From an optimization exercise on the open Yosys and OpenROAD flow, aimed at small area, a short achievable clock period and few clock cycles per item; shortcuts taken in it are not production practice.
No functional check of the RTL was part of any run shown here.
Power and IR drop assume default switching activity.

==> design/flow/design.v <==
package i8mvz_pkg;
   typedef enum logic [0:0] {
      CMD_LOAD_VECTOR   = 1'b0,
      CMD_MATRIX_ELEMENT = 1'b1
   } cmd_type;
   localparam logic [1:0] CSR_ZERO_POINT  = 2'd0;
   localparam logic [1:0] CSR_COLS_IN_USE = 2'd1;
   localparam logic [1:0] CSR_ROWS_IN_USE = 2'd2;
   localparam int ElemWidth  = 8;
   localparam int IndexWidth = 10;
   localparam int ColsWidth  = 11;
   localparam int RowsWidth  = 16;
   localparam int SumWidth   = 32;
   localparam int CsrWidth   = 16;
   localparam logic [ColsWidth-1:0] ColsReset = 11'd1024;
   localparam logic [RowsWidth-1:0] RowsReset = 16'd1;
endpackage
module i8mvz_ram #(
   parameter int WIDTH = 8,
   parameter int DEPTH = 256
) (
   input  logic                     clock,
   input  logic                     wr_en,
   input  logic [$clog2(DEPTH)-1:0] wr_addr,
   input  logic [WIDTH-1:0]         wr_data,
   input  logic [$clog2(DEPTH)-1:0] rd_addr,
   output logic [WIDTH-1:0]         rd_data
);
   logic [WIDTH-1:0] mem_ff [DEPTH];
   always_ff @(posedge clock) begin
      if (wr_en) begin
         mem_ff[wr_addr] <= wr_data;
      end
   end
   assign rd_data = mem_ff[rd_addr];
endmodule
module int8_matrix_vector_zero_point_core #(
   parameter int MAX_COLS = 256
) (
   input  logic                                  clock,
   input  logic                                  reset,
   input  logic                                  req_valid,
   output logic                                  req_ready,
   input  logic                                  req_command,
   input  logic signed [i8mvz_pkg::ElemWidth-1:0] req_element,
   input  logic [i8mvz_pkg::IndexWidth-1:0]      req_element_index,
   output logic                                  rsp_valid,
   input  logic                                  rsp_ready,
   output logic signed [i8mvz_pkg::SumWidth-1:0] rsp_row_sum,
   output logic [i8mvz_pkg::RowsWidth-1:0]       rsp_row_index,
   output logic                                  rsp_last_row,
   input  logic                                  csr_write_enable,
   input  logic [1:0]                            csr_index,
   input  logic [i8mvz_pkg::CsrWidth-1:0]        csr_write_data
);
   localparam int AW = $clog2(MAX_COLS);
   localparam int CW = i8mvz_pkg::ColsWidth;
   localparam int RW = i8mvz_pkg::RowsWidth;
   localparam int EW = i8mvz_pkg::ElemWidth;
   localparam int SW = i8mvz_pkg::SumWidth;
   localparam int AccW = 24;
   localparam int PW = 2 * EW + 1;
   logic [EW-1:0] zero_point_ff;
   logic [AW-1:0] last_col_ff;
   logic [RW-1:0] last_row_ff;
   logic [CW-1:0] csr_cols;
   logic [RW-1:0] csr_rows;
   assign csr_cols = csr_write_data[CW-1:0];
   assign csr_rows = csr_write_data[RW-1:0];
   always_ff @(posedge clock) begin
      if (reset) begin
         zero_point_ff <= '0;
         last_col_ff   <= AW'(MAX_COLS - 1);
         last_row_ff   <= '0;
      end else if (csr_write_enable) begin
         if (csr_index == i8mvz_pkg::CSR_ZERO_POINT) begin
            zero_point_ff <= csr_write_data[EW-1:0];
         end
         if (csr_index == i8mvz_pkg::CSR_COLS_IN_USE) begin
            if (csr_cols == '0) begin
               last_col_ff <= '0;
            end else if (32'(csr_cols) > MAX_COLS) begin
               last_col_ff <= AW'(MAX_COLS - 1);
            end else begin
               last_col_ff <= AW'(csr_cols - CW'(1));
            end
         end
         if (csr_index == i8mvz_pkg::CSR_ROWS_IN_USE) begin
            last_row_ff <= (csr_rows == '0) ? '0 : (csr_rows - RW'(1));
         end
      end
   end
   logic          adv;
   logic          x_rowend_ff;
   logic          rsp_valid_ff;
   assign adv = !(rsp_valid_ff && !rsp_ready && x_rowend_ff);
   logic          req_ready_ff;      
   logic          req_take;
   logic          k_valid_ff;
   logic          k_cmd_ff;
   logic [EW-1:0] k_elem_ff;
   logic [AW-1:0] k_idx_ff;
   logic          k_hi_ff;
   logic          f_valid_ff;
   logic          f_cmd_ff;
   logic [EW-1:0] f_elem_ff;
   logic [AW-1:0] f_idx_ff;
   logic          f_hi_ff;
   logic          req_hi;
   assign req_ready = req_ready_ff;
   assign req_take  = req_valid && req_ready_ff;
   assign req_hi    = (32'(req_element_index) >= MAX_COLS);
   always_ff @(posedge clock) begin
      if (reset) begin
         f_valid_ff   <= 1'b0;
         k_valid_ff   <= 1'b0;
         req_ready_ff <= 1'b1;
      end else if (adv) begin
         f_valid_ff   <= k_valid_ff || req_take;
         k_valid_ff   <= 1'b0;
         req_ready_ff <= 1'b1;
      end else if (!k_valid_ff) begin
         k_valid_ff   <= req_take;
         req_ready_ff <= !req_take;
      end
   end
   always_ff @(posedge clock) begin
      if (adv) begin
         if (k_valid_ff) begin
            f_cmd_ff  <= k_cmd_ff;
            f_elem_ff <= k_elem_ff;
            f_idx_ff  <= k_idx_ff;
            f_hi_ff   <= k_hi_ff;
         end else begin
            f_cmd_ff  <= req_command;
            f_elem_ff <= req_element;
            f_idx_ff  <= AW'(req_element_index);
            f_hi_ff   <= req_hi;
         end
      end
   end
   always_ff @(posedge clock) begin
      if (!k_valid_ff) begin
         k_cmd_ff  <= req_command;
         k_elem_ff <= req_element;
         k_idx_ff  <= AW'(req_element_index);
         k_hi_ff   <= req_hi;
      end
   end
   logic          f_mat;
   logic          f_load;
   logic [AW-1:0] col_ff;
   logic          col_first;
   logic          col_last;
   logic [EW-1:0] ram_rd_data;
   assign f_mat     = f_valid_ff && (f_cmd_ff == i8mvz_pkg::CMD_MATRIX_ELEMENT);
   assign f_load    = f_valid_ff && (f_cmd_ff == i8mvz_pkg::CMD_LOAD_VECTOR);
   assign col_first = (col_ff == '0);
   assign col_last  = (col_ff == last_col_ff);
   always_ff @(posedge clock) begin
      if (reset) begin
         col_ff <= '0;
      end else if (adv) begin
         if (f_load || (f_mat && col_last)) begin
            col_ff <= '0;
         end else if (f_mat) begin
            col_ff <= col_ff + AW'(1);
         end
      end
   end
   i8mvz_ram #(
      .WIDTH(EW),
      .DEPTH(MAX_COLS)
   ) u_vector_ram (
      .clock  (clock),
      .wr_en  (f_load && !f_hi_ff),
      .wr_addr(f_idx_ff),
      .wr_data(f_elem_ff),
      .rd_addr(col_ff),
      .rd_data(ram_rd_data)
   );
   logic          s1_mat_ff, s1_load_ff, s1_first_ff, s1_last_ff;
   logic [EW-1:0] s1_elem_ff;
   logic [EW-1:0] s1_rd_ff;
   always_ff @(posedge clock) begin
      if (reset) begin
         s1_mat_ff  <= 1'b0;
         s1_load_ff <= 1'b0;
      end else if (adv) begin
         s1_mat_ff  <= f_mat;
         s1_load_ff <= f_load;
      end
   end
   always_ff @(posedge clock) begin
      if (adv) begin
         s1_first_ff <= col_first;
         s1_last_ff  <= col_last;
         s1_elem_ff  <= f_elem_ff;
         s1_rd_ff    <= ram_rd_data;
      end
   end
   logic          s2_mat_ff, s2_load_ff, s2_first_ff, s2_last_ff;
   logic [EW-1:0] s2_elem_ff;
   logic [EW:0]   s2_diff_ff;
   always_ff @(posedge clock) begin
      if (reset) begin
         s2_mat_ff  <= 1'b0;
         s2_load_ff <= 1'b0;
      end else if (adv) begin
         s2_mat_ff  <= s1_mat_ff;
         s2_load_ff <= s1_load_ff;
      end
   end
   always_ff @(posedge clock) begin
      if (adv) begin
         s2_first_ff <= s1_first_ff;
         s2_last_ff  <= s1_last_ff;
         s2_elem_ff  <= s1_elem_ff;
         s2_diff_ff  <= $signed({s1_rd_ff[EW-1], s1_rd_ff})
                        - $signed({zero_point_ff[EW-1], zero_point_ff});
      end
   end
   logic          s3_mat_ff, s3_load_ff, s3_first_ff, s3_last_ff;
   logic signed [PW-1:0] s3_prod_ff;
   logic signed [PW-1:0] s2_elem_x;
   logic signed [PW-1:0] s2_diff_x;
   assign s2_elem_x = {{(PW-EW){s2_elem_ff[EW-1]}}, s2_elem_ff};
   assign s2_diff_x = {{(PW-EW-1){s2_diff_ff[EW]}}, s2_diff_ff};
   always_ff @(posedge clock) begin
      if (reset) begin
         s3_mat_ff  <= 1'b0;
         s3_load_ff <= 1'b0;
      end else if (adv) begin
         s3_mat_ff  <= s2_mat_ff;
         s3_load_ff <= s2_load_ff;
      end
   end
   always_ff @(posedge clock) begin
      if (adv) begin
         s3_first_ff <= s2_first_ff;
         s3_last_ff  <= s2_last_ff;
         s3_prod_ff  <= s2_elem_x * s2_diff_x;
      end
   end
   logic [AccW-1:0] acc_ff;
   logic [AccW-1:0] s3_prod_x;
   logic            x_load_ff;
   assign s3_prod_x = {{(AccW-PW){s3_prod_ff[PW-1]}}, s3_prod_ff};
   always_ff @(posedge clock) begin
      if (reset) begin
         x_rowend_ff <= 1'b0;
         x_load_ff   <= 1'b0;
      end else if (adv) begin
         x_rowend_ff <= s3_mat_ff && s3_last_ff;
         x_load_ff   <= s3_load_ff;
      end
   end
   always_ff @(posedge clock) begin
      if (adv && s3_mat_ff) begin
         acc_ff <= (s3_first_ff ? AccW'(0) : acc_ff) + s3_prod_x;
      end
   end
   logic [AccW-1:0] rsp_row_sum_ff;
   logic [RW-1:0]   rsp_row_index_ff;
   logic            rsp_last_row_ff;
   logic            row_zero_ff;       
   logic            r_load;
   logic [RW-1:0]   next_index;
   logic            next_last;
   assign r_load     = adv && x_rowend_ff;
   assign next_index = row_zero_ff ? '0 : (rsp_row_index_ff + RW'(1));
   assign next_last  = (next_index >= last_row_ff);
   always_ff @(posedge clock) begin
      if (reset) begin
         rsp_valid_ff <= 1'b0;
         row_zero_ff  <= 1'b1;
      end else begin
         if (r_load) begin
            rsp_valid_ff <= 1'b1;
         end else if (rsp_ready) begin
            rsp_valid_ff <= 1'b0;
         end
         if (r_load) begin
            row_zero_ff <= next_last;
         end else if (adv && x_load_ff) begin
            row_zero_ff <= 1'b1;
         end
      end
   end
   always_ff @(posedge clock) begin
      if (r_load) begin
         rsp_row_sum_ff   <= acc_ff;
         rsp_row_index_ff <= next_index;
         rsp_last_row_ff  <= next_last;
      end
   end
   assign rsp_valid     = rsp_valid_ff;
   assign rsp_row_sum   = {{(SW-AccW){rsp_row_sum_ff[AccW-1]}}, rsp_row_sum_ff};
   assign rsp_row_index = rsp_row_index_ff;
   assign rsp_last_row  = rsp_last_row_ff;
endmodule
==> design/flow/run.sh <==
#!/bin/bash
# synth_recipe.tcl (not shown) runs the flow's synth.tcl, then flattens the netlist and writes it again
# the make line also repeats each setting of config.mk as NAME=value (left out here)
make -C /OpenROAD-flow-scripts/flow DESIGN_CONFIG=/design/flow/config.mk WORK_HOME=/design/flow/orfs CLKGATE_MAP_FILE= SYNTH_SCRIPT=/design/flow/synth_recipe.tcl finish
==> design/flow/config.mk <==
export PLATFORM = sky130hd
export DESIGN_NAME = int8_matrix_vector_zero_point_core
export DESIGN_NICKNAME = int8_matrix_vector_zero_point_core
export VERILOG_FILES = /design/flow/design.v
export SDC_FILE = /design/flow/constraint.sdc
export NUM_CORES = 4
export LEC_CHECK = 0
export CAP_MARGIN = 20
export CORE_MARGIN = 2
export CORE_UTILIZATION = 30
export PLACE_DENSITY = 0.38
export SETUP_SLACK_MARGIN = 0.3
export SLEW_MARGIN = 20
export SYNTH_MEMORY_MAX_BITS = 16384
==> design/flow/constraint.sdc <==
create_clock -name core_clock -period 10.0 [get_ports {clock}]
set_input_delay 2.0000 -clock core_clock [delete_from_list [all_inputs] [get_ports {clock}]]
set_output_delay 2.0000 -clock core_clock [all_outputs]
set_load 0.01 [all_outputs]
==> results of run 1 <==
[state kept, by name, summed over array words and instances (netlist names), 9 cells and up]
signal / cells
acc_ff: 24
last_row_ff: 16
rsp_row_index_ff: 16
rsp_row_sum_ff: 24
s2_diff_ff: 9
s3_prod_ff: 17
u_vector_ram.mem_ff: 2048
[placed cells by master (no fill, tap or decap), types with 35 or more instances in the layout]
cell type,Yosys,final
mux4_2,634,634
a21oi_1,62,62
edfxtp_1,2187,2187
a22oi_1,55,55
clkbuf_1,125,62
nor2b_1,44,41
clkinv_1,2,66
nor2_1,353,326
clkdlybuf4s50_1,0,91
fa_1,63,63
ha_1,83,83
inv_1,127,127
nand2_1,99,87
xnor2_1,54,54
clkbuf_16,0,276
and2_1,47,46
dfxtp_1,71,66
nand3_1,39,35
buf_4,18,77
[per-layer routing]
layer	track usage [%]	up-vias
met4	3.09	0
met1	23.7	23533
li1	-	18451
met5	0	-
met2	27.0	957
met3	2.63	289
[power by group through the flow]
stage	logic, mW	registers [mW]	clock network [mW]
after CTS	1.97	10.6	9.75
after global placement	1.96	10.8	0
after global routing	2.17	10.6	10.1
after floorplan	1.36	10.8	0
final	1.91	10.6	9.45
after detailed placement	1.96	10.8	0
[cells by family (layout without fill, tap and decap cells)]
logic type,after synthesis,in the layout,share of synthesized area (%)
compound gates,234,234,1.79
other cells,0,3,0
xor+xnor,83,83,0.800
buf+inv,352,788,1.64
simple gates,669,669,3.31
fa+ha+maj,146,146,2.53
mux,663,663,16.1
flops,2258,2258,73.9
[critical path, stage by stage, from the launching register on]
cell     delay [ns]
dfxtp_4        0.71
buf_12         0.54
buf_4          0.72
mux4_2         0.45
mux4_2         0.56
a22oi_1        0.72
nand3_1        0.27
and4_1         0.26
[final timing paths]
path,start,to
worst max register to register,col_ff[1],s1_rd_ff[2]
worst min-delay path,s1_elem_ff[1],s2_elem_ff[1]
worst max-delay path,col_ff[1],s1_rd_ff[2]
worst min register to register,s1_elem_ff[1],s2_elem_ff[1]
[stage by stage]
step | cell area, um2 | hold slack (ns) | instances | total power, mW | worst slack (ns)
5_1_grt | 105000 | 0.422 | 8821 | 22.8 | 5.00
3_5_place_dp | 96700 | 0.407 | 8343 | 12.7 | 5.12
3_3_place_gp | 96700 | 0.402 | 8340 | 12.7 | 5.04
4_1_cts | 105000 | 0.419 | 8816 | 22.3 | 5.12
2_1_floorplan | 90800 | 0.400 | 4405 | 12.2 | 4.03
6_report | 105000 | 0.418 | 8822 | 21.9 | 5.24
[area by class of cell]
cell class              instances  area (um2)
repair buffers                185        1790
clock buffers                 339        7150
multi-input cells            1795       22400
flip-flops and latches       2258       67100
inverters                     130         490
fillers                     28090      197000
clock inverters               134        1190
diodes                          3        7.51
well taps                    3978        4980
==> summary.txt, run 1 <==
outcome=finished clean; Hold/Removal Path Class=flop to flop; ANT nets after route=0; Syn Std Cell Area=between 90000 and 100000 um2; register area share after synthesis=between 70% and 80%; syn nets=between 4000 and 5000; Yosys warnings=2; register bit total from synthesis=~2300; row cnt=202; r2r setup slk=between 5 and 6 ns; Sw Ratio=between 20% and 30%; Vias/cell=4.90; gr ovfl total=0; Slew Limit Fails=0; clock power share=43.1%; CTS Buf Count=~270; Least-Margin Pin Slew=approximately 1.2 ns; kind of end point of the critical path=flop; P per Cell Area=208 nW/um2; post-DP HPWL=152000 um; H-tree level count=5; Port Buffers=between 90 and 100; NetSw=roughly 5.1 mW; cell-internal power=16.8 mW; top post-synthesis cells by area=edfxtp_1, mux4_2, dfxtp_1; final core occ=a little over a third; layout net count=between 4000 and 5000; Synth top area share=between 70% and 80%; DRC viols=0; number of hold buffers added after CTS=0; GRT Total Usage=about 17%; M1 WL=118000 um; WL final=between 200000 and 300000 um; Mapped Cells=roughly 4400; total leakage power=~32 nW; via count=between 40000 and 50000; Final Hold Fails=0; GPL Wtd Cong=about 0.74; Worst EP required=~11 ns; area leader, netlist=edfxtp_1; peak supply drop=roughly 130 uV; Post-synth top cells=edfxtp_1, mux4_2, nor2_1; startpoint types=flop; clock skew=just over 0.04 ns; 1st-pass router iterations=5; first-pass GRT wire length=about 360000 um; number of synthesized flops with an enable pin=2187; IO Count=93; Die H=around 550 um; Avg Cell Area, Syn=just over 20 um2; Initial DRC Count=about 3500; clock tree buffer depth=4; wire per inst=29.2 um; vias in the first global route=around 46000; FMAX=about 210 MHz; relative slew slack=roughly 22%; clock-pin slew on the worst setup and hold paths=0.06 ns; Seq pwr share=48.2%; WL met2=123000 um; Initial Utilization=30.1%; Setup Buffers After CTS=0; max cap viols=0; Synth cell types=60; final setup vio count=0; Hold Crit Depth=0; data arrival time of the critical path=5.38 ns; layout cells sized above 1=a little under a quarter; Final TNS setup=0 ns; synth-to-layout area growth=15.8%; largest net degree at the start of global routing=189; Die ar.=307000 um2; WS Path Type=flop to flop; combinational cell fraction of total power=8.7%; Final min period=between 4 and 5 ns; Die Span X=between 500 and 600 um; TritonCTS Sinks=about 2300; period utilization=between 40% and 50%; CTS tree=done; core footprint=302000 um2; latest clock arrival within the worst-skew pair=a little under 0.9 ns; cells on worst reg2reg path=7; CP max FO=104; asr flop ratio synth=0%; initial antenna violation count=15; most frequent cell after synthesis=edfxtp_1; WL met3=11700 um; Primary FF master, synth=edfxtp_1; cts repair resizes=0; Root Driver=clkbuf_16; unrepaired setup endpoints after global routing=false; max layer used=met4
==> inputs of run 2 (changes only) <==
--- a/design/flow/design.v
+++ b/design/flow/design.v
@@ -18,20 +18,29 @@
 module i8mvz_ram #(
    parameter int WIDTH = 8,
-   parameter int DEPTH = 256
+   parameter int DEPTH = 256,
+   parameter int STEP  = 32
 ) (
-   input  logic                     clock,
-   input  logic                     wr_en,
-   input  logic [$clog2(DEPTH)-1:0] wr_addr,
-   input  logic [WIDTH-1:0]         wr_data,
-   input  logic [$clog2(DEPTH)-1:0] rd_addr,
-   output logic [WIDTH-1:0]         rd_data
+   input  logic                            clock,
+   input  logic                            wr_en,
+   input  logic [$clog2(DEPTH/STEP)-1:0]   wr_point,
+   input  logic [WIDTH-1:0]                wr_data,
+   input  logic [$clog2(DEPTH)-1:0]        rd_pos,
+   output logic [WIDTH-1:0]                rd_data
 );
-   logic [WIDTH-1:0] mem_ff [DEPTH];
-   always_ff @(posedge clock) begin
-      if (wr_en) begin
-         mem_ff[wr_addr] <= wr_data;
+   localparam int NP = DEPTH / STEP;
+   logic [DEPTH*WIDTH-1:0] ring_ff;
+   logic [DEPTH*WIDTH-1:0] ring_next;
+   always_comb begin
+      ring_next = {ring_ff[WIDTH-1:0], ring_ff[DEPTH*WIDTH-1:WIDTH]};
+      for (int k = 0; k < NP; k++) begin
+         if (wr_en && (32'(wr_point) == k)) begin
+            ring_next[k*STEP*WIDTH +: WIDTH] = wr_data;
+         end
       end
    end
-   assign rd_data = mem_ff[rd_addr];
+   always_ff @(posedge clock) begin
+      ring_ff <= ring_next;
+   end
+   assign rd_data = ring_ff[rd_pos*WIDTH +: WIDTH];
 endmodule
 module int8_matrix_vector_zero_point_core #(
@@ -95,4 +104,5 @@
    logic          rsp_valid_ff;
    assign adv = !(rsp_valid_ff && !rsp_ready && x_rowend_ff);
+   logic          f_go;              
    logic          req_ready_ff;      
    logic          req_take;
@@ -116,5 +126,5 @@
          k_valid_ff   <= 1'b0;
          req_ready_ff <= 1'b1;
-      end else if (adv) begin
+      end else if (f_go) begin
          f_valid_ff   <= k_valid_ff || req_take;
          k_valid_ff   <= 1'b0;
@@ -126,5 +136,5 @@
    end
    always_ff @(posedge clock) begin
-      if (adv) begin
+      if (f_go) begin
          if (k_valid_ff) begin
             f_cmd_ff  <= k_cmd_ff;
@@ -148,7 +158,14 @@
       end
    end
+   localparam int STEP = 32;
+   localparam int PB   = $clog2(STEP);
    logic          f_mat;
    logic          f_load;
+   logic          f_write;
+   logic          f_block;
+   logic [AW-1:0] phase_ff;
    logic [AW-1:0] col_ff;
+   logic [AW-1:0] rd_pos_ff;
+   logic [AW-1:0] wr_pos;
    logic          col_first;
    logic          col_last;
@@ -158,8 +175,19 @@
    assign col_first = (col_ff == '0);
    assign col_last  = (col_ff == last_col_ff);
+   assign wr_pos  = f_idx_ff + ~phase_ff;
+   assign f_write = f_load && !f_hi_ff && (wr_pos[PB-1:0] == '0);
+   assign f_block = f_load && !f_hi_ff && (wr_pos[PB-1:0] != '0);
+   assign f_go    = adv && !f_block;
+   always_ff @(posedge clock) begin
+      if (reset) begin
+         phase_ff <= '0;
+      end else begin
+         phase_ff <= phase_ff + AW'(1);
+      end
+   end
    always_ff @(posedge clock) begin
       if (reset) begin
          col_ff <= '0;
-      end else if (adv) begin
+      end else if (f_go) begin
          if (f_load || (f_mat && col_last)) begin
             col_ff <= '0;
@@ -169,14 +197,22 @@
       end
    end
+   always_ff @(posedge clock) begin
+      if (f_go && (f_load || (f_mat && col_last))) begin
+         rd_pos_ff <= ~phase_ff;
+      end else if (!(f_go && f_mat)) begin
+         rd_pos_ff <= rd_pos_ff - AW'(1);
+      end
+   end
    i8mvz_ram #(
       .WIDTH(EW),
-      .DEPTH(MAX_COLS)
+      .DEPTH(MAX_COLS),
+      .STEP (STEP)
    ) u_vector_ram (
-      .clock  (clock),
-      .wr_en  (f_load && !f_hi_ff),
-      .wr_addr(f_idx_ff),
-      .wr_data(f_elem_ff),
-      .rd_addr(col_ff),
-      .rd_data(ram_rd_data)
+      .clock   (clock),
+      .wr_en   (f_write),
+      .wr_point(wr_pos[AW-1:PB]),
+      .wr_data (f_elem_ff),
+      .rd_pos  (rd_pos_ff),
+      .rd_data (ram_rd_data)
    );
    logic          s1_mat_ff, s1_load_ff, s1_first_ff, s1_last_ff;
@@ -189,5 +225,5 @@
       end else if (adv) begin
          s1_mat_ff  <= f_mat;
-         s1_load_ff <= f_load;
+         s1_load_ff <= f_load && !f_block;
       end
    end
==> summary.txt, run 2 <==
outcome=finished clean; vias in the first global route=between 40000 and 50000; area leader, netlist=dfxtp_1; Crit path max-delay family=adder cells; core footprint=238000 um2; unrepaired setup endpoints after global routing=false; max cap viols=0; Setup Buffers After CTS=0; Max stage delay on crit path=roughly 0.53 ns; layout cells sized above 1=approximately a fifth; cells on worst reg2reg path=16; ANT nets after route=0; Initial DRC Count=around 1900; Largest register FFs=slightly above 2000; gr ovfl total=0; Top reg by flops=u_vector_ram.ring_ff; Die H=roughly 500 um; final core occ=a little over a third; register area share after synthesis=65.3%; Fin Hold WS=approximately 0.3 ns; fill count=22694; Worst EP required=~11 ns; Final Hold Fails=0; TritonCTS Sinks=about 2300; Root Driver=clkbuf_16; post-DP HPWL=about 120000 um; register bit total from synthesis=approximately 2300; CP Capture Point=s3_prod_ff[16]; period utilization=a little under half; WP buf/inv=2; syn nets=just under 5000; slack of the critical path=5.25 ns; Final TNS setup=0 ns; cts repair resizes=0; DRC viols=0; Slew Limit Fails=0; CTS Buf Count=about 230; initial antenna violation count=19; Final min period=between 4 and 5 ns; Vias/cell=4.54; final cell area excluding filler cells=approximately 84000 um2; worst-path cell chain=and2_1, ha_1, fa_1, inv_1, fa_1, fa_1, inv_1, ha_1, nor2b_1, o21a_1, o21ai_0, nand2b_1, a31o_2, and4_1, o31a_1, xnor2_1; Die Span X=494 um; largest net degree at the start of global routing=between 100 and 150; Power, Total=roughly 25 mW; cell-internal power=approximately 17 mW; top post-synthesis cells by area=dfxtp_1, mux4_2, edfxtp_1; dpl cells=7864; Hold/Removal Path Class=flop to flop; Worst path slowest cell=fa_1; kind of end point of the critical path=flop; 1st-pass router iterations=5; placed cell area=76300 um2; Post-synth top cells=dfxtp_1, mux4_2, nand2_1; WS Path Type=flop to flop; CP max FO=9; GPL Wtd Cong=0.728; layout net count=5130; placement-stage worst setup slack=about 4.5 ns; H-tree level count=4; cell depth of the worst setup path=16; Synth cell types=74; relative slew slack=roughly 25%; via count=37716; Die ar.=between 200000 and 250000 um2; GRT Total Usage=15.5%; Yosys warnings=2; clock-pin slew on the worst setup and hold paths=approximately 0.06 ns; Seq pwr share=38.6%; most frequent cells in the layout=dfxtp_1, mux4_2, clkbuf_16, nand2_1, mux2i_1; final setup vio count=0; total leakage power=~32 nW; Mapped Cells=4744; CTS tree=done; asr flop ratio synth=0%; Syn Std Cell Area=~70000 um2; r2r setup slk=about 5.2 ns; clock tree buffer depth=3; wire per inst=approximately 23 um; IO Count=93; most frequent cell after synthesis=dfxtp_1; Port Buffers=92; Synth top area share=roughly three fifths; Initial Utilization=30.2%; clock power share=35.6%; row cnt=around 180; worst flop-to-flop path endpoint=s3_prod_ff[16]; r2r startpoint=s2_elem_ff[1]; Sw Ratio=about a third; biggest regs=u_vector_ram.ring_ff x2048, acc_ff x24, rsp_row_sum_ff x24; clock skew=roughly 0.058 ns; Least-Margin Pin Slew=1.12 ns; Avg Cell Area, Syn=15.2 um2; startpoint types=flop; Primary FF master, synth=dfxtp_1; number of hold buffers added after CTS=0; Critical Path Most Common Cell=fa_1; peak supply drop=304 uV; data arrival time of the critical path=between 5 and 6 ns; P per Cell Area=a little under 300 nW/um2; latest clock arrival within the worst-skew pair=just under 0.9 ns; synth-to-layout area growth=17.2%; worst setup path startpoint=s2_elem_ff[1]; first-pass GRT wire length=between 200000 and 300000 um; combinational cell fraction of total power=25.8%; commonest non-fill, non-tap cell in the layout=dfxtp_1; number of synthesized flops with an enable pin=about 150; Non-Filler Instances=just over 8000; NetSw=between 7 and 8 mW; WL final=188000 um; FMAX=between 200 and 250 MHz
-- run 2: final cells by class --
| cell class | instances | area [um2] | area share, % |
|---|---|---|---|
| Multi-Input combinational cell | 2092 | 23100 | 27.4 |
| Tap cell | 3167 | 3960 | 4.70 |
| Timing Repair Buffer | 179 | 1660 | 1.97 |
| Inverter | 152 | 583 | 0.692 |
| Clock buffer | 357 | 7040 | 8.36 |
| Clock inverter | 75 | 975 | 1.16 |
| Sequential cell | 2274 | 47000 | 55.8 |
| Antenna cell | 6 | 15.0 | 0.0178 |
-- run 2: cell families (layout without fill, tap and decap cells) --
logic type                 after synthesis  after routing  share of synthesized area (%)
xor gates and xnor gates               102            102                           1.24
DFF                                   2274           2274                           65.3
adders and majority gates              156            156                           3.38
AOI/OAI and AO/OA                      465            465                           4.24
other                                    0              6                              0
muxes                                  755            755                           19.1
and+or+nand+nor                        614            614                           4.00
buffers and inverters                  378            763                           2.72
-- run 2: worst min path at each step --
| stage | start | end | slack [ns] | cells past startpoint |
|---|---|---|---|---|
| CTS | u_vector_ram.ring_ff[145] | u_vector_ram.ring_ff[137] | 0.30 | 0 |
| global route | u_vector_ram.ring_ff[145] | u_vector_ram.ring_ff[137] | 0.31 | 0 |
| floorplan | u_vector_ram.ring_ff[118] | u_vector_ram.ring_ff[110] | 0.32 | 0 |
| global placement | u_vector_ram.ring_ff[1111] | u_vector_ram.ring_ff[1103] | 0.33 | 0 |
| detailed placement | u_vector_ram.ring_ff[1139] | u_vector_ram.ring_ff[1131] | 0.33 | 0 |
| finish | u_vector_ram.ring_ff[225] | u_vector_ram.ring_ff[217] | 0.30 | 0 |
-- run 2: routing by layer --
layer  share of wire [%]  track usage, %
met1                  47            21.4
met2                  46            25.0
met5                   0               0
met3                 3.4            2.35
met4                 2.7            4.95
-- run 2: power groups by stage --
stage / logic [mW] / registers (mW) / clock network [mW]
floorplan: 4.47 / 9.73 / 0
global placement: 6.66 / 9.83 / 0
detailed placement: 6.66 / 9.83 / 0
CTS: 6.69 / 9.63 / 9.16
global route: 7.22 / 9.64 / 9.54
finish: 6.44 / 9.63 / 8.87
-- run 2: worst reg2reg max path, stage by stage (launching register included) --
cell,delay (ns)
edfxtp_1,0.52
and2_1,0.23
ha_1,0.29
fa_1,0.53
inv_1,0.06
fa_1,0.49
fa_1,0.49
inv_1,0.04
ha_1,0.30
nor2b_1,0.14
o21a_1,0.18
o21ai_0,0.16
nand2b_1,0.11
a31o_2,0.27
and4_1,0.22
o31a_1,0.31
xnor2_1,0.12
==> inputs of run 3 (changes only) <==
--- a/design/flow/design.v
+++ b/design/flow/design.v
@@ -19,5 +19,6 @@
    parameter int WIDTH = 8,
    parameter int DEPTH = 256,
-   parameter int STEP  = 32
+   parameter int STEP  = 32,
+   parameter int NR    = 4
 ) (
    input  logic                            clock,
@@ -25,6 +26,6 @@
    input  logic [$clog2(DEPTH/STEP)-1:0]   wr_point,
    input  logic [WIDTH-1:0]                wr_data,
-   input  logic [$clog2(DEPTH)-1:0]        rd_pos,
-   output logic [WIDTH-1:0]                rd_data
+   input  logic [$clog2(DEPTH/NR)-1:0]     rd_pos,
+   output logic [NR*WIDTH-1:0]             rd_part
 );
    localparam int NP = DEPTH / STEP;
@@ -42,5 +43,10 @@
       ring_ff <= ring_next;
    end
-   assign rd_data = ring_ff[rd_pos*WIDTH +: WIDTH];
+   localparam int SEG = DEPTH / NR;
+   for (genvar j = 0; j < NR; j++) begin : g_part
+      logic [SEG*WIDTH-1:0] seg;
+      assign seg = ring_ff[j*SEG*WIDTH +: SEG*WIDTH];
+      assign rd_part[j*WIDTH +: WIDTH] = seg[rd_pos*WIDTH +: WIDTH];
+   end
 endmodule
 module int8_matrix_vector_zero_point_core #(
@@ -170,5 +176,7 @@
    logic          col_first;
    logic          col_last;
-   logic [EW-1:0] ram_rd_data;
+   localparam int NR = 4;
+   localparam int RB = $clog2(NR);
+   logic [NR*EW-1:0] ram_rd_part;
    assign f_mat     = f_valid_ff && (f_cmd_ff == i8mvz_pkg::CMD_MATRIX_ELEMENT);
    assign f_load    = f_valid_ff && (f_cmd_ff == i8mvz_pkg::CMD_LOAD_VECTOR);
@@ -207,5 +215,6 @@
       .WIDTH(EW),
       .DEPTH(MAX_COLS),
-      .STEP (STEP)
+      .STEP (STEP),
+      .NR   (NR)
    ) u_vector_ram (
       .clock   (clock),
@@ -213,10 +222,11 @@
       .wr_point(wr_pos[AW-1:PB]),
       .wr_data (f_elem_ff),
-      .rd_pos  (rd_pos_ff),
-      .rd_data (ram_rd_data)
+      .rd_pos  (rd_pos_ff[AW-RB-1:0]),
+      .rd_part (ram_rd_part)
    );
    logic          s1_mat_ff, s1_load_ff, s1_first_ff, s1_last_ff;
    logic [EW-1:0] s1_elem_ff;
-   logic [EW-1:0] s1_rd_ff;
+   logic [NR*EW-1:0] s1_part_ff;
+   logic [RB-1:0]    s1_sel_ff;
    always_ff @(posedge clock) begin
       if (reset) begin
@@ -233,7 +243,10 @@
          s1_last_ff  <= col_last;
          s1_elem_ff  <= f_elem_ff;
-         s1_rd_ff    <= ram_rd_data;
+         s1_part_ff  <= ram_rd_part;
+         s1_sel_ff   <= rd_pos_ff[AW-1:AW-RB];
       end
    end
+   logic [EW-1:0] s1_rd;
+   assign s1_rd = s1_part_ff[s1_sel_ff*EW +: EW];
    logic          s2_mat_ff, s2_load_ff, s2_first_ff, s2_last_ff;
    logic [EW-1:0] s2_elem_ff;
@@ -253,14 +266,36 @@
          s2_last_ff  <= s1_last_ff;
          s2_elem_ff  <= s1_elem_ff;
-         s2_diff_ff  <= $signed({s1_rd_ff[EW-1], s1_rd_ff})
+         s2_diff_ff  <= $signed({s1_rd[EW-1], s1_rd})
                         - $signed({zero_point_ff[EW-1], zero_point_ff});
       end
    end
    logic          s3_mat_ff, s3_load_ff, s3_first_ff, s3_last_ff;
-   logic signed [PW-1:0] s3_prod_ff;
-   logic signed [PW-1:0] s2_elem_x;
-   logic signed [PW-1:0] s2_diff_x;
-   assign s2_elem_x = {{(PW-EW){s2_elem_ff[EW-1]}}, s2_elem_ff};
-   assign s2_diff_x = {{(PW-EW-1){s2_diff_ff[EW]}}, s2_diff_ff};
+   logic [PW-1:0] s3_prod_ff;
+   logic [PW-1:0] booth_pp [4];
+   logic [PW-1:0] booth_corr;
+   logic [PW-1:0] s2_prod;
+   logic [2:0]    booth_bits [4];
+   logic          booth_one  [4];
+   logic          booth_two  [4];
+   logic          booth_neg  [4];
+   logic [EW+1:0] booth_mag  [4];
+   always_comb begin
+      booth_corr = '0;
+      for (int j = 0; j < 4; j++) begin
+         booth_bits[j] = {s2_elem_ff[2*j+1], s2_elem_ff[2*j],
+                          (j == 0) ? 1'b0 : s2_elem_ff[(j == 0) ? 0 : 2*j-1]};
+         booth_one[j]  = booth_bits[j][1] ^ booth_bits[j][0];
+         booth_two[j]  = (booth_bits[j] == 3'b011) || (booth_bits[j] == 3'b100);
+         booth_neg[j]  = booth_bits[j][2];
+         booth_mag[j]  = booth_one[j] ? {s2_diff_ff[EW], s2_diff_ff}
+                         : (booth_two[j] ? {s2_diff_ff, 1'b0} : '0);
+         if (booth_neg[j]) begin
+            booth_mag[j] = ~booth_mag[j];
+         end
+         booth_pp[j] = PW'({{(PW-EW-2){booth_mag[j][EW+1]}}, booth_mag[j]} << (2 * j));
+         booth_corr[2*j] = booth_neg[j];
+      end
+      s2_prod = booth_pp[0] + booth_pp[1] + booth_pp[2] + booth_pp[3] + booth_corr;
+   end
    always_ff @(posedge clock) begin
       if (reset) begin
@@ -276,5 +311,5 @@
          s3_first_ff <= s2_first_ff;
          s3_last_ff  <= s2_last_ff;
-         s3_prod_ff  <= s2_elem_x * s2_diff_x;
+         s3_prod_ff  <= s2_prod;
       end
    end
==> design/flow/flow/run.sh (new file) <==
#!/bin/bash
set -euo pipefail
bash standard.sh SETUP_SLACK_MARGIN=6.5 finish > make.log 2>&1
==> design/flow/standard.sh (new file) <==
#!/bin/bash
# synth_recipe.tcl (not shown) runs the flow's synth.tcl, then flattens the netlist and writes it again
# the make line also repeats each setting of config.mk as NAME=value (left out here)
make -C /OpenROAD-flow-scripts/flow DESIGN_CONFIG=/design/flow/config.mk WORK_HOME=/design/flow/orfs CLKGATE_MAP_FILE= SYNTH_SCRIPT=/design/flow/synth_recipe.tcl "${@:-finish}"
removed: design/flow/run.sh
==> summary.txt, run 3 <==
outcome=finished clean; Avg Cell Area, Syn=16.4 um2; synth-to-layout area growth=18.7%; P per Cell Area=~270 nW/um2; first-pass GRT wire length=about 250000 um; final cell area excluding filler cells=between 80000 and 90000 um2; clock-pin slew on the worst setup and hold paths=roughly 0.06 ns; Worst path slowest cell=fa_1; IO Count=93; most frequent cells in the layout=dfxtp_1, mux4_2, clkbuf_16, edfxtp_1, nor2_1; placed cell area=about 76000 um2; Vias/cell=around 4.5; ANT nets after route=0; GRT Total Usage=13.3%; Hold/Removal Path Class=flop to flop; TritonCTS Sinks=2300; post-DP HPWL=~93000 um; max cap viols=0; end of the worst hold path=u_vector_ram.ring_ff[266]; top post-synthesis cells by area=dfxtp_1, mux4_2, edfxtp_1; DRC viols=0; Initial DRC Count=approximately 1600; Max stage delay on crit path=0.54 ns; vias in the first global route=approximately 38000; Die H=around 500 um; number of hold buffers added after CTS=0; r2r startpoint=s2_elem_ff[3]; worst-path cell chain=inv_4, ha_4, buf_4, a221oi_4, a21oi_2, fa_1, inv_1, fa_1, inv_1, ha_1, ha_2, or3_4, a211oi_4, nor3b_4, o21a_1, o2111ai_1, nand3_1; commonest non-fill, non-tap cell in the layout=dfxtp_1; Top reg by flops=u_vector_ram.ring_ff; CP max FO=9; asr flop ratio synth=0%; Primary FF master, synth=dfxtp_1; register area share after synthesis=between 60% and 70%; via count=~36000; Worst EP required=about 11 ns; core footprint=between 200000 and 250000 um2; row cnt=around 180; Root Driver=clkbuf_16; startpoint types=flop; fill count=~22000; number of synthesized flops with an enable pin=between 150 and 200; Least-Margin Pin Slew=~1.1 ns; Slew Limit Fails=0; layout net count=around 4800; CTS tree=done; Hold Crit Depth=0; clock skew=around 0.047 ns; most frequent cell after synthesis=dfxtp_1; area leader, netlist=dfxtp_1; final setup vio count=0; unrepaired setup endpoints after global routing=true; kind of end point of the critical path=flop; WS Path Type=flop to flop; Mapped Cells=approximately 4400; Die Span X=just under 500 um; CTS Buf Count=approximately 240; Final TNS setup=0 ns; GPL Wtd Cong=between 0.7 and 0.8; register bit total from synthesis=2300; WL final=roughly 160000 um; Final min period=around 4.3 ns; initial antenna violation count=6; layout cells sized above 1=between 20% and 30%; Largest register FFs=roughly 2000; Syn Std Cell Area=slightly above 70000 um2; worst hold start=u_vector_ram.ring_ff[274]; gr ovfl total=0; largest net degree at the start of global routing=between 100 and 150; H-tree level count=4; r2r setup slk=~5.7 ns; 1st-pass router iterations=5; syn nets=~4500; Final Hold Fails=0; cells on worst reg2reg path=17; worst flop-to-flop path endpoint=s3_prod_ff[16]; Synth top area share=between 50% and 60%; Initial Utilization=roughly 30%; Port Buffers=slightly above 90; Yosys warnings=8; data arrival time of the critical path=a little under 5 ns; Post-synth top cells=dfxtp_1, mux4_2, edfxtp_1; total leakage power=roughly 32 nW; relative slew slack=26.1%; period utilization=a little over two fifths; peak supply drop=between 200 and 250 uV; Synth cell types=slightly below 80; Die ar.=~240000 um2; FMAX=about 240 MHz; biggest regs=u_vector_ram.ring_ff x2048, s1_part_ff x32; wire per inst=20.4 um; latest clock arrival within the worst-skew pair=~0.86 ns; clock tree buffer depth=3
run 3: cell types whose count changed after synthesis, sizes merged, moves of 24 or more:
cell	before	now
fa	64	25
inv	150	95
and2	54	15
nand2	199	108
nand3	57	33
a22oi	32	61
clkbuf	71	151
buf	155	72
mux4	485	648
a21oi	120	73
edfxtp	147	173
mux2i	187	11
run 3: per-layer routing:
layer	track usage [%]	vias up	wire length, um
met5	0	-	0
met4	4.08	0	3520
met3	2.33	242	5630
met2	20.6	547	73300
met1	19.0	18277	79800
li1	-	16707	-
run 3: final cells by class:
| type | count | area (um2) | area share (%) |
|---|---|---|---|
| tap | 3167 | 3960 | 4.64 |
| multi-input combinational | 1752 | 23300 | 27.3 |
| sequential | 2300 | 47800 | 56.0 |
| antenna | 6 | 15.0 | 0.0176 |
| clock inverter | 71 | 832 | 0.975 |
| clock buffer | 362 | 6990 | 8.20 |
| timing repair buffer | 211 | 2060 | 2.42 |
| inverter | 97 | 378 | 0.443 |
run 3: logic make-up (layout without fill, tap and decap cells):
family / Yosys count / count (layout) / share of synthesized area [%]
DFF: 2300 / 2300 / 66.5
and+or+nand+nor: 449 / 449 / 3.11
buffers and inverters: 320 / 741 / 1.80
adders and majority gates: 122 / 122 / 2.39
muxes: 741 / 741 / 21.8
AOI/OAI and AO/OA: 351 / 351 / 3.29
other: 0 / 6 / 0
xor gates and xnor gates: 89 / 89 / 1.08
run 3: how the worst max path moves through the flow:
stage,from,endpoint,slack [ns],cells past startpoint
3_3_place_gp,s2_elem_ff[5],s3_prod_ff[16],4.81,15
5_1_grt,s2_elem_ff[3],s3_prod_ff[16],5.55,17
4_1_cts,s2_elem_ff[1],s3_prod_ff[16],5.69,18
2_1_floorplan,s2_elem_ff[3],s3_prod_ff[16],5.74,19
6_report,s2_elem_ff[3],s3_prod_ff[16],5.75,17
3_5_place_dp,s2_elem_ff[5],s3_prod_ff[16],4.81,15
run 3: critical path: cells and delay by family, from the launching register on:
family	cells	cell delay, ns
adders and majority gates	5	1.70
AOI/OAI and AO/OA	5	0.96
and+or+nand+nor	3	0.53
DFF	1	0.44
buffers and inverters	4	0.35
run 3: stage by stage:
stage | util (%) | setup WS (ns) | instances | hold WS, ns | total power, mW
4_1_cts | 35.7 | 5.69 | 7946 | 0.308 | 23.3
5_1_grt | 35.8 | 5.55 | 7961 | 0.311 | 24.2
2_1_floorplan | - | 5.74 | 4372 | 0.326 | 12.9
6_report | 35.8 | 5.75 | 7966 | 0.311 | 23.1
3_5_place_dp | 32.1 | 4.81 | 7452 | 0.331 | 14.2
3_3_place_gp | 32.1 | 4.81 | 7451 | 0.326 | 14.2
run 3: timing repair:
action | 4_1_cts | 5_1_grt
buffers inserted | 57 | 11
pin swaps | 25 | 10
endpoints found under the setup margin | 166 | 171
gates cloned | 4 | 3
gates resized for setup | 283 | 45
run 3: where the power goes:
group,switching [mW],internal (mW)
Combinational,2.66,1.96
Sequential,0.164,9.51
Clock,3.61,5.15
==> inputs of run 4 (changes only) <==
==> design/flow/run.sh (new file) <==
#!/bin/bash
# synth_recipe.tcl (not shown) runs the flow's synth.tcl, then flattens the netlist and writes it again
# the make line also repeats each setting of config.mk as NAME=value (left out here)
make -C /OpenROAD-flow-scripts/flow DESIGN_CONFIG=/design/flow/config.mk WORK_HOME=/design/flow/orfs CLKGATE_MAP_FILE= SYNTH_SCRIPT=/design/flow/synth_recipe.tcl finish
removed: design/flow/flow/run.sh
removed: design/flow/standard.sh
==> summary.txt, run 4 <==
r2r startpoint=s2_elem_ff[1]; Vias/cell=4.50; Die Span X=just under 500 um; asr flop ratio synth=0%; CTS tree=done; Slew Limit Fails=0; row cnt=about 180; Sw Ratio=between 20% and 30%; Worst path slowest cell=ha_1; Mapped Cells=4372; FMAX=about 180 MHz; worst-path cell chain=clkinv_1, ha_1, nor2b_1, a221oi_1, a21oi_1, fa_1, inv_1, fa_1, inv_1, ha_1, ha_1, or3_1, a211oi_1, nor3b_1, o21a_1, o2111ai_1, nand3_1; area leader, netlist=dfxtp_1; TritonCTS Sinks=between 2000 and 2500; Syn Std Cell Area=71800 um2; Least-Margin Pin Slew=approximately 1.0 ns; Critical Path Most Common Cell=ha_1; Crit path max-delay family=adder cells; clock power share=40.6%; Final Hold Fails=0; syn nets=4536; number of synthesized flops with an enable pin=between 150 and 200; Hold/Removal Path Class=flop to flop; 1st-pass router iterations=5; IO Count=a little over 90; Root Driver=clkbuf_16; Port Buffers=approximately 90; data arrival time of the critical path=between 6 and 7 ns; gr ovfl total=0; GPL Wtd Cong=roughly 0.74; startpoint types=flop; Storage cell area=between 40000 and 50000 um2; clock tree buffer depth=3; WP buf/inv=3; H-tree level count=4; Synth top area share=59.3%; NetSw=6.35 mW; Final min period=roughly 5.6 ns; combinational cell fraction of total power=between 10% and 20%; biggest regs=u_vector_ram.ring_ff x2048, s1_part_ff x32; layout cells sized above 1=between 20% and 30%; kind of end point of the critical path=flop; Worst EP required=approximately 11 ns; outcome=finished clean; core footprint=238000 um2; initial antenna violation count=12; Setup Buffers After CTS=0; layout net count=~4700; Seq pwr share=roughly two fifths; worst hold start=u_vector_ram.ring_ff[1930]; most frequent cell after synthesis=dfxtp_1; max cap viols=0; relative slew slack=~30%; worst setup path startpoint=s2_elem_ff[1]; WS Path Type=flop to flop; most frequent cells in the layout=dfxtp_1, mux4_2, clkbuf_16, edfxtp_1, nor2_1; fill count=around 22000; Avg Cell Area, Syn=between 15 and 20 um2; cell-internal power=16.8 mW; number of hold buffers added after CTS=0; latest clock arrival within the worst-skew pair=roughly 0.88 ns; WL final=around 160000 um; final setup vio count=0; P per Cell Area=roughly 270 nW/um2; final cell area excluding filler cells=between 80000 and 90000 um2; Die H=~490 um; Synth cell types=between 70 and 80; commonest non-fill, non-tap cell in the layout=dfxtp_1; Primary FF master, synth=dfxtp_1; GRT Total Usage=between 10% and 20%; clock skew=0.0685 ns; register area share after synthesis=66.5%; vias in the first global route=around 38000; Max stage delay on crit path=~0.78 ns; period utilization=55.8%; CTS Buf Count=240; peak supply drop=approximately 250 uV; ANT nets after route=0; Initial DRC Count=around 1700; cts repair resizes=0; synth-to-layout area growth=18.1%; area of the multi-input gates=about 23000 um2; post-DP HPWL=about 94000 um; Yosys warnings=8; total leakage power=~32 nW; Largest register FFs=roughly 2000; clock-pin slew on the worst setup and hold paths=about 0.060 ns; Final TNS setup=0 ns; placed cell area=approximately 76000 um2; Post-synth top cells=dfxtp_1, mux4_2, edfxtp_1; register bit total from synthesis=2300; DRC viols=0; Initial Utilization=roughly 30%; wire per inst=20.2 um; Top reg by flops=u_vector_ram.ring_ff; CP max FO=24; top post-synthesis cells by area=dfxtp_1, mux4_2, edfxtp_1; Die ar.=~240000 um2; first-pass GRT wire length=between 200000 and 250000 um; unrepaired setup endpoints after global routing=false; largest net degree at the start of global routing=111; via count=35541
run 4: cell counts after synthesis:
No cell type changed its count.
run 4: path summary, 6_finish.rpt:
check	to	slack (ns)	depth (start not counted)
setup / recovery	s3_prod_ff[16]	4.42	17
hold reg to reg	u_vector_ram.ring_ff[1922]	0.29	0
hold / removal	u_vector_ram.ring_ff[1922]	0.29	0
setup reg to reg	s3_prod_ff[16]	4.42	17
run 4: power groups by stage:
stage	Sequential, mW	Clock [mW]	Combinational (mW)
3_5_place_dp	9.89	0	4.18
4_1_cts	9.69	9.73	4.20
6_report	9.68	9.40	4.05
3_3_place_gp	9.89	0	4.22
5_1_grt	9.69	10.1	4.52
2_1_floorplan	9.74	0	3.04
run 4: worst reg2reg max path: cells and delay by family (launching register included):
family / cells / cell delay (ns)
AO/OA/AOI/OAI: 5 / 1.08
adder cells (fa/ha/maj): 5 / 2.28
buffers and inverters: 3 / 0.46
flip-flops: 1 / 0.70
AND/OR/NAND/NOR: 4 / 0.79
run 4: logic make-up (layout without fill, tap and decap cells):
group / count (synthesis) / count (layout) / share of synthesized area [%]
flip-flops: 2300 / 2300 / 66.5
multiplexers: 741 / 741 / 21.8
AND/OR/NAND/NOR: 449 / 449 / 3.11
AO/OA/AOI/OAI: 351 / 351 / 3.29
buffers and inverters: 320 / 682 / 1.80
adder cells (fa/ha/maj): 122 / 122 / 2.39
XOR/XNOR: 89 / 89 / 1.08
other: 0 / 1 / 0
run 4: area by class of cell:
type / count / area share (%)
clock buffer: 344 / 8.23
timing repair buffer: 137 / 1.64
sequential: 2300 / 56.3
inverter: 97 / 0.432
tap: 3167 / 4.67
antenna: 1 / 0.00295
clock inverter: 104 / 1.81
multi-input combinational: 1752 / 26.9
run 4: through the flow:
stage          instances  util (%)  hold WS [ns]  worst slack (ns)  power, mW
6_report            7902      35.7         0.294              4.42       23.1
5_1_grt             7902      35.7         0.296              3.84       24.3
4_1_cts             7901      35.7         0.282              4.39       23.6
3_5_place_dp        7453      32.1         0.331              4.42       14.1
3_3_place_gp        7453      32.1         0.326              4.45       14.1
2_1_floorplan       4372         -         0.326              3.84       12.8
run 4: metal layers:
metal / vias up / GRT usage (%) / routed length, um
met5: - / 0 / 19
met4: 2 / 4.61 / 4650
met1: 18115 / 18.8 / 78400
met2: 568 / 20.2 / 70700
li1: 16584 / - / -
met3: 272 / 2.47 / 5870

[separate check: timing with driven ports]
The results above use ideal ports. As a check the final layouts listed here were re-extracted and re-timed, cells and wires unchanged.
Step 1 assumes that a clkbuf_16 drives the clock port and a buf_2 every other input.
Step 2 times the ports against the registers' clock, not the clock port: input delays grow and output delays shrink by t, the midpoint of the rising clock arrivals with the driver on.
Three values: ideal, step 1, step 2; two values: the first two.
run	t (ns)	slack for setup (ns)	worst slew at a driven data input, ns
run 1	0.947	5.241 / 5.241 / 5.197	0.08
run 2	0.941	5.246 / 5.246 / 4.718	0.08
run 3	0.924	5.745 / 5.745 / 5.700	0.09
run 4	0.928	4.423 / 4.423 / 4.423	0.09
After both steps every run listed still meets setup and hold. For run 2, which loses most, drivers alone change the setup slack by 0.000 ns; drivers and shift together by -0.528 ns.
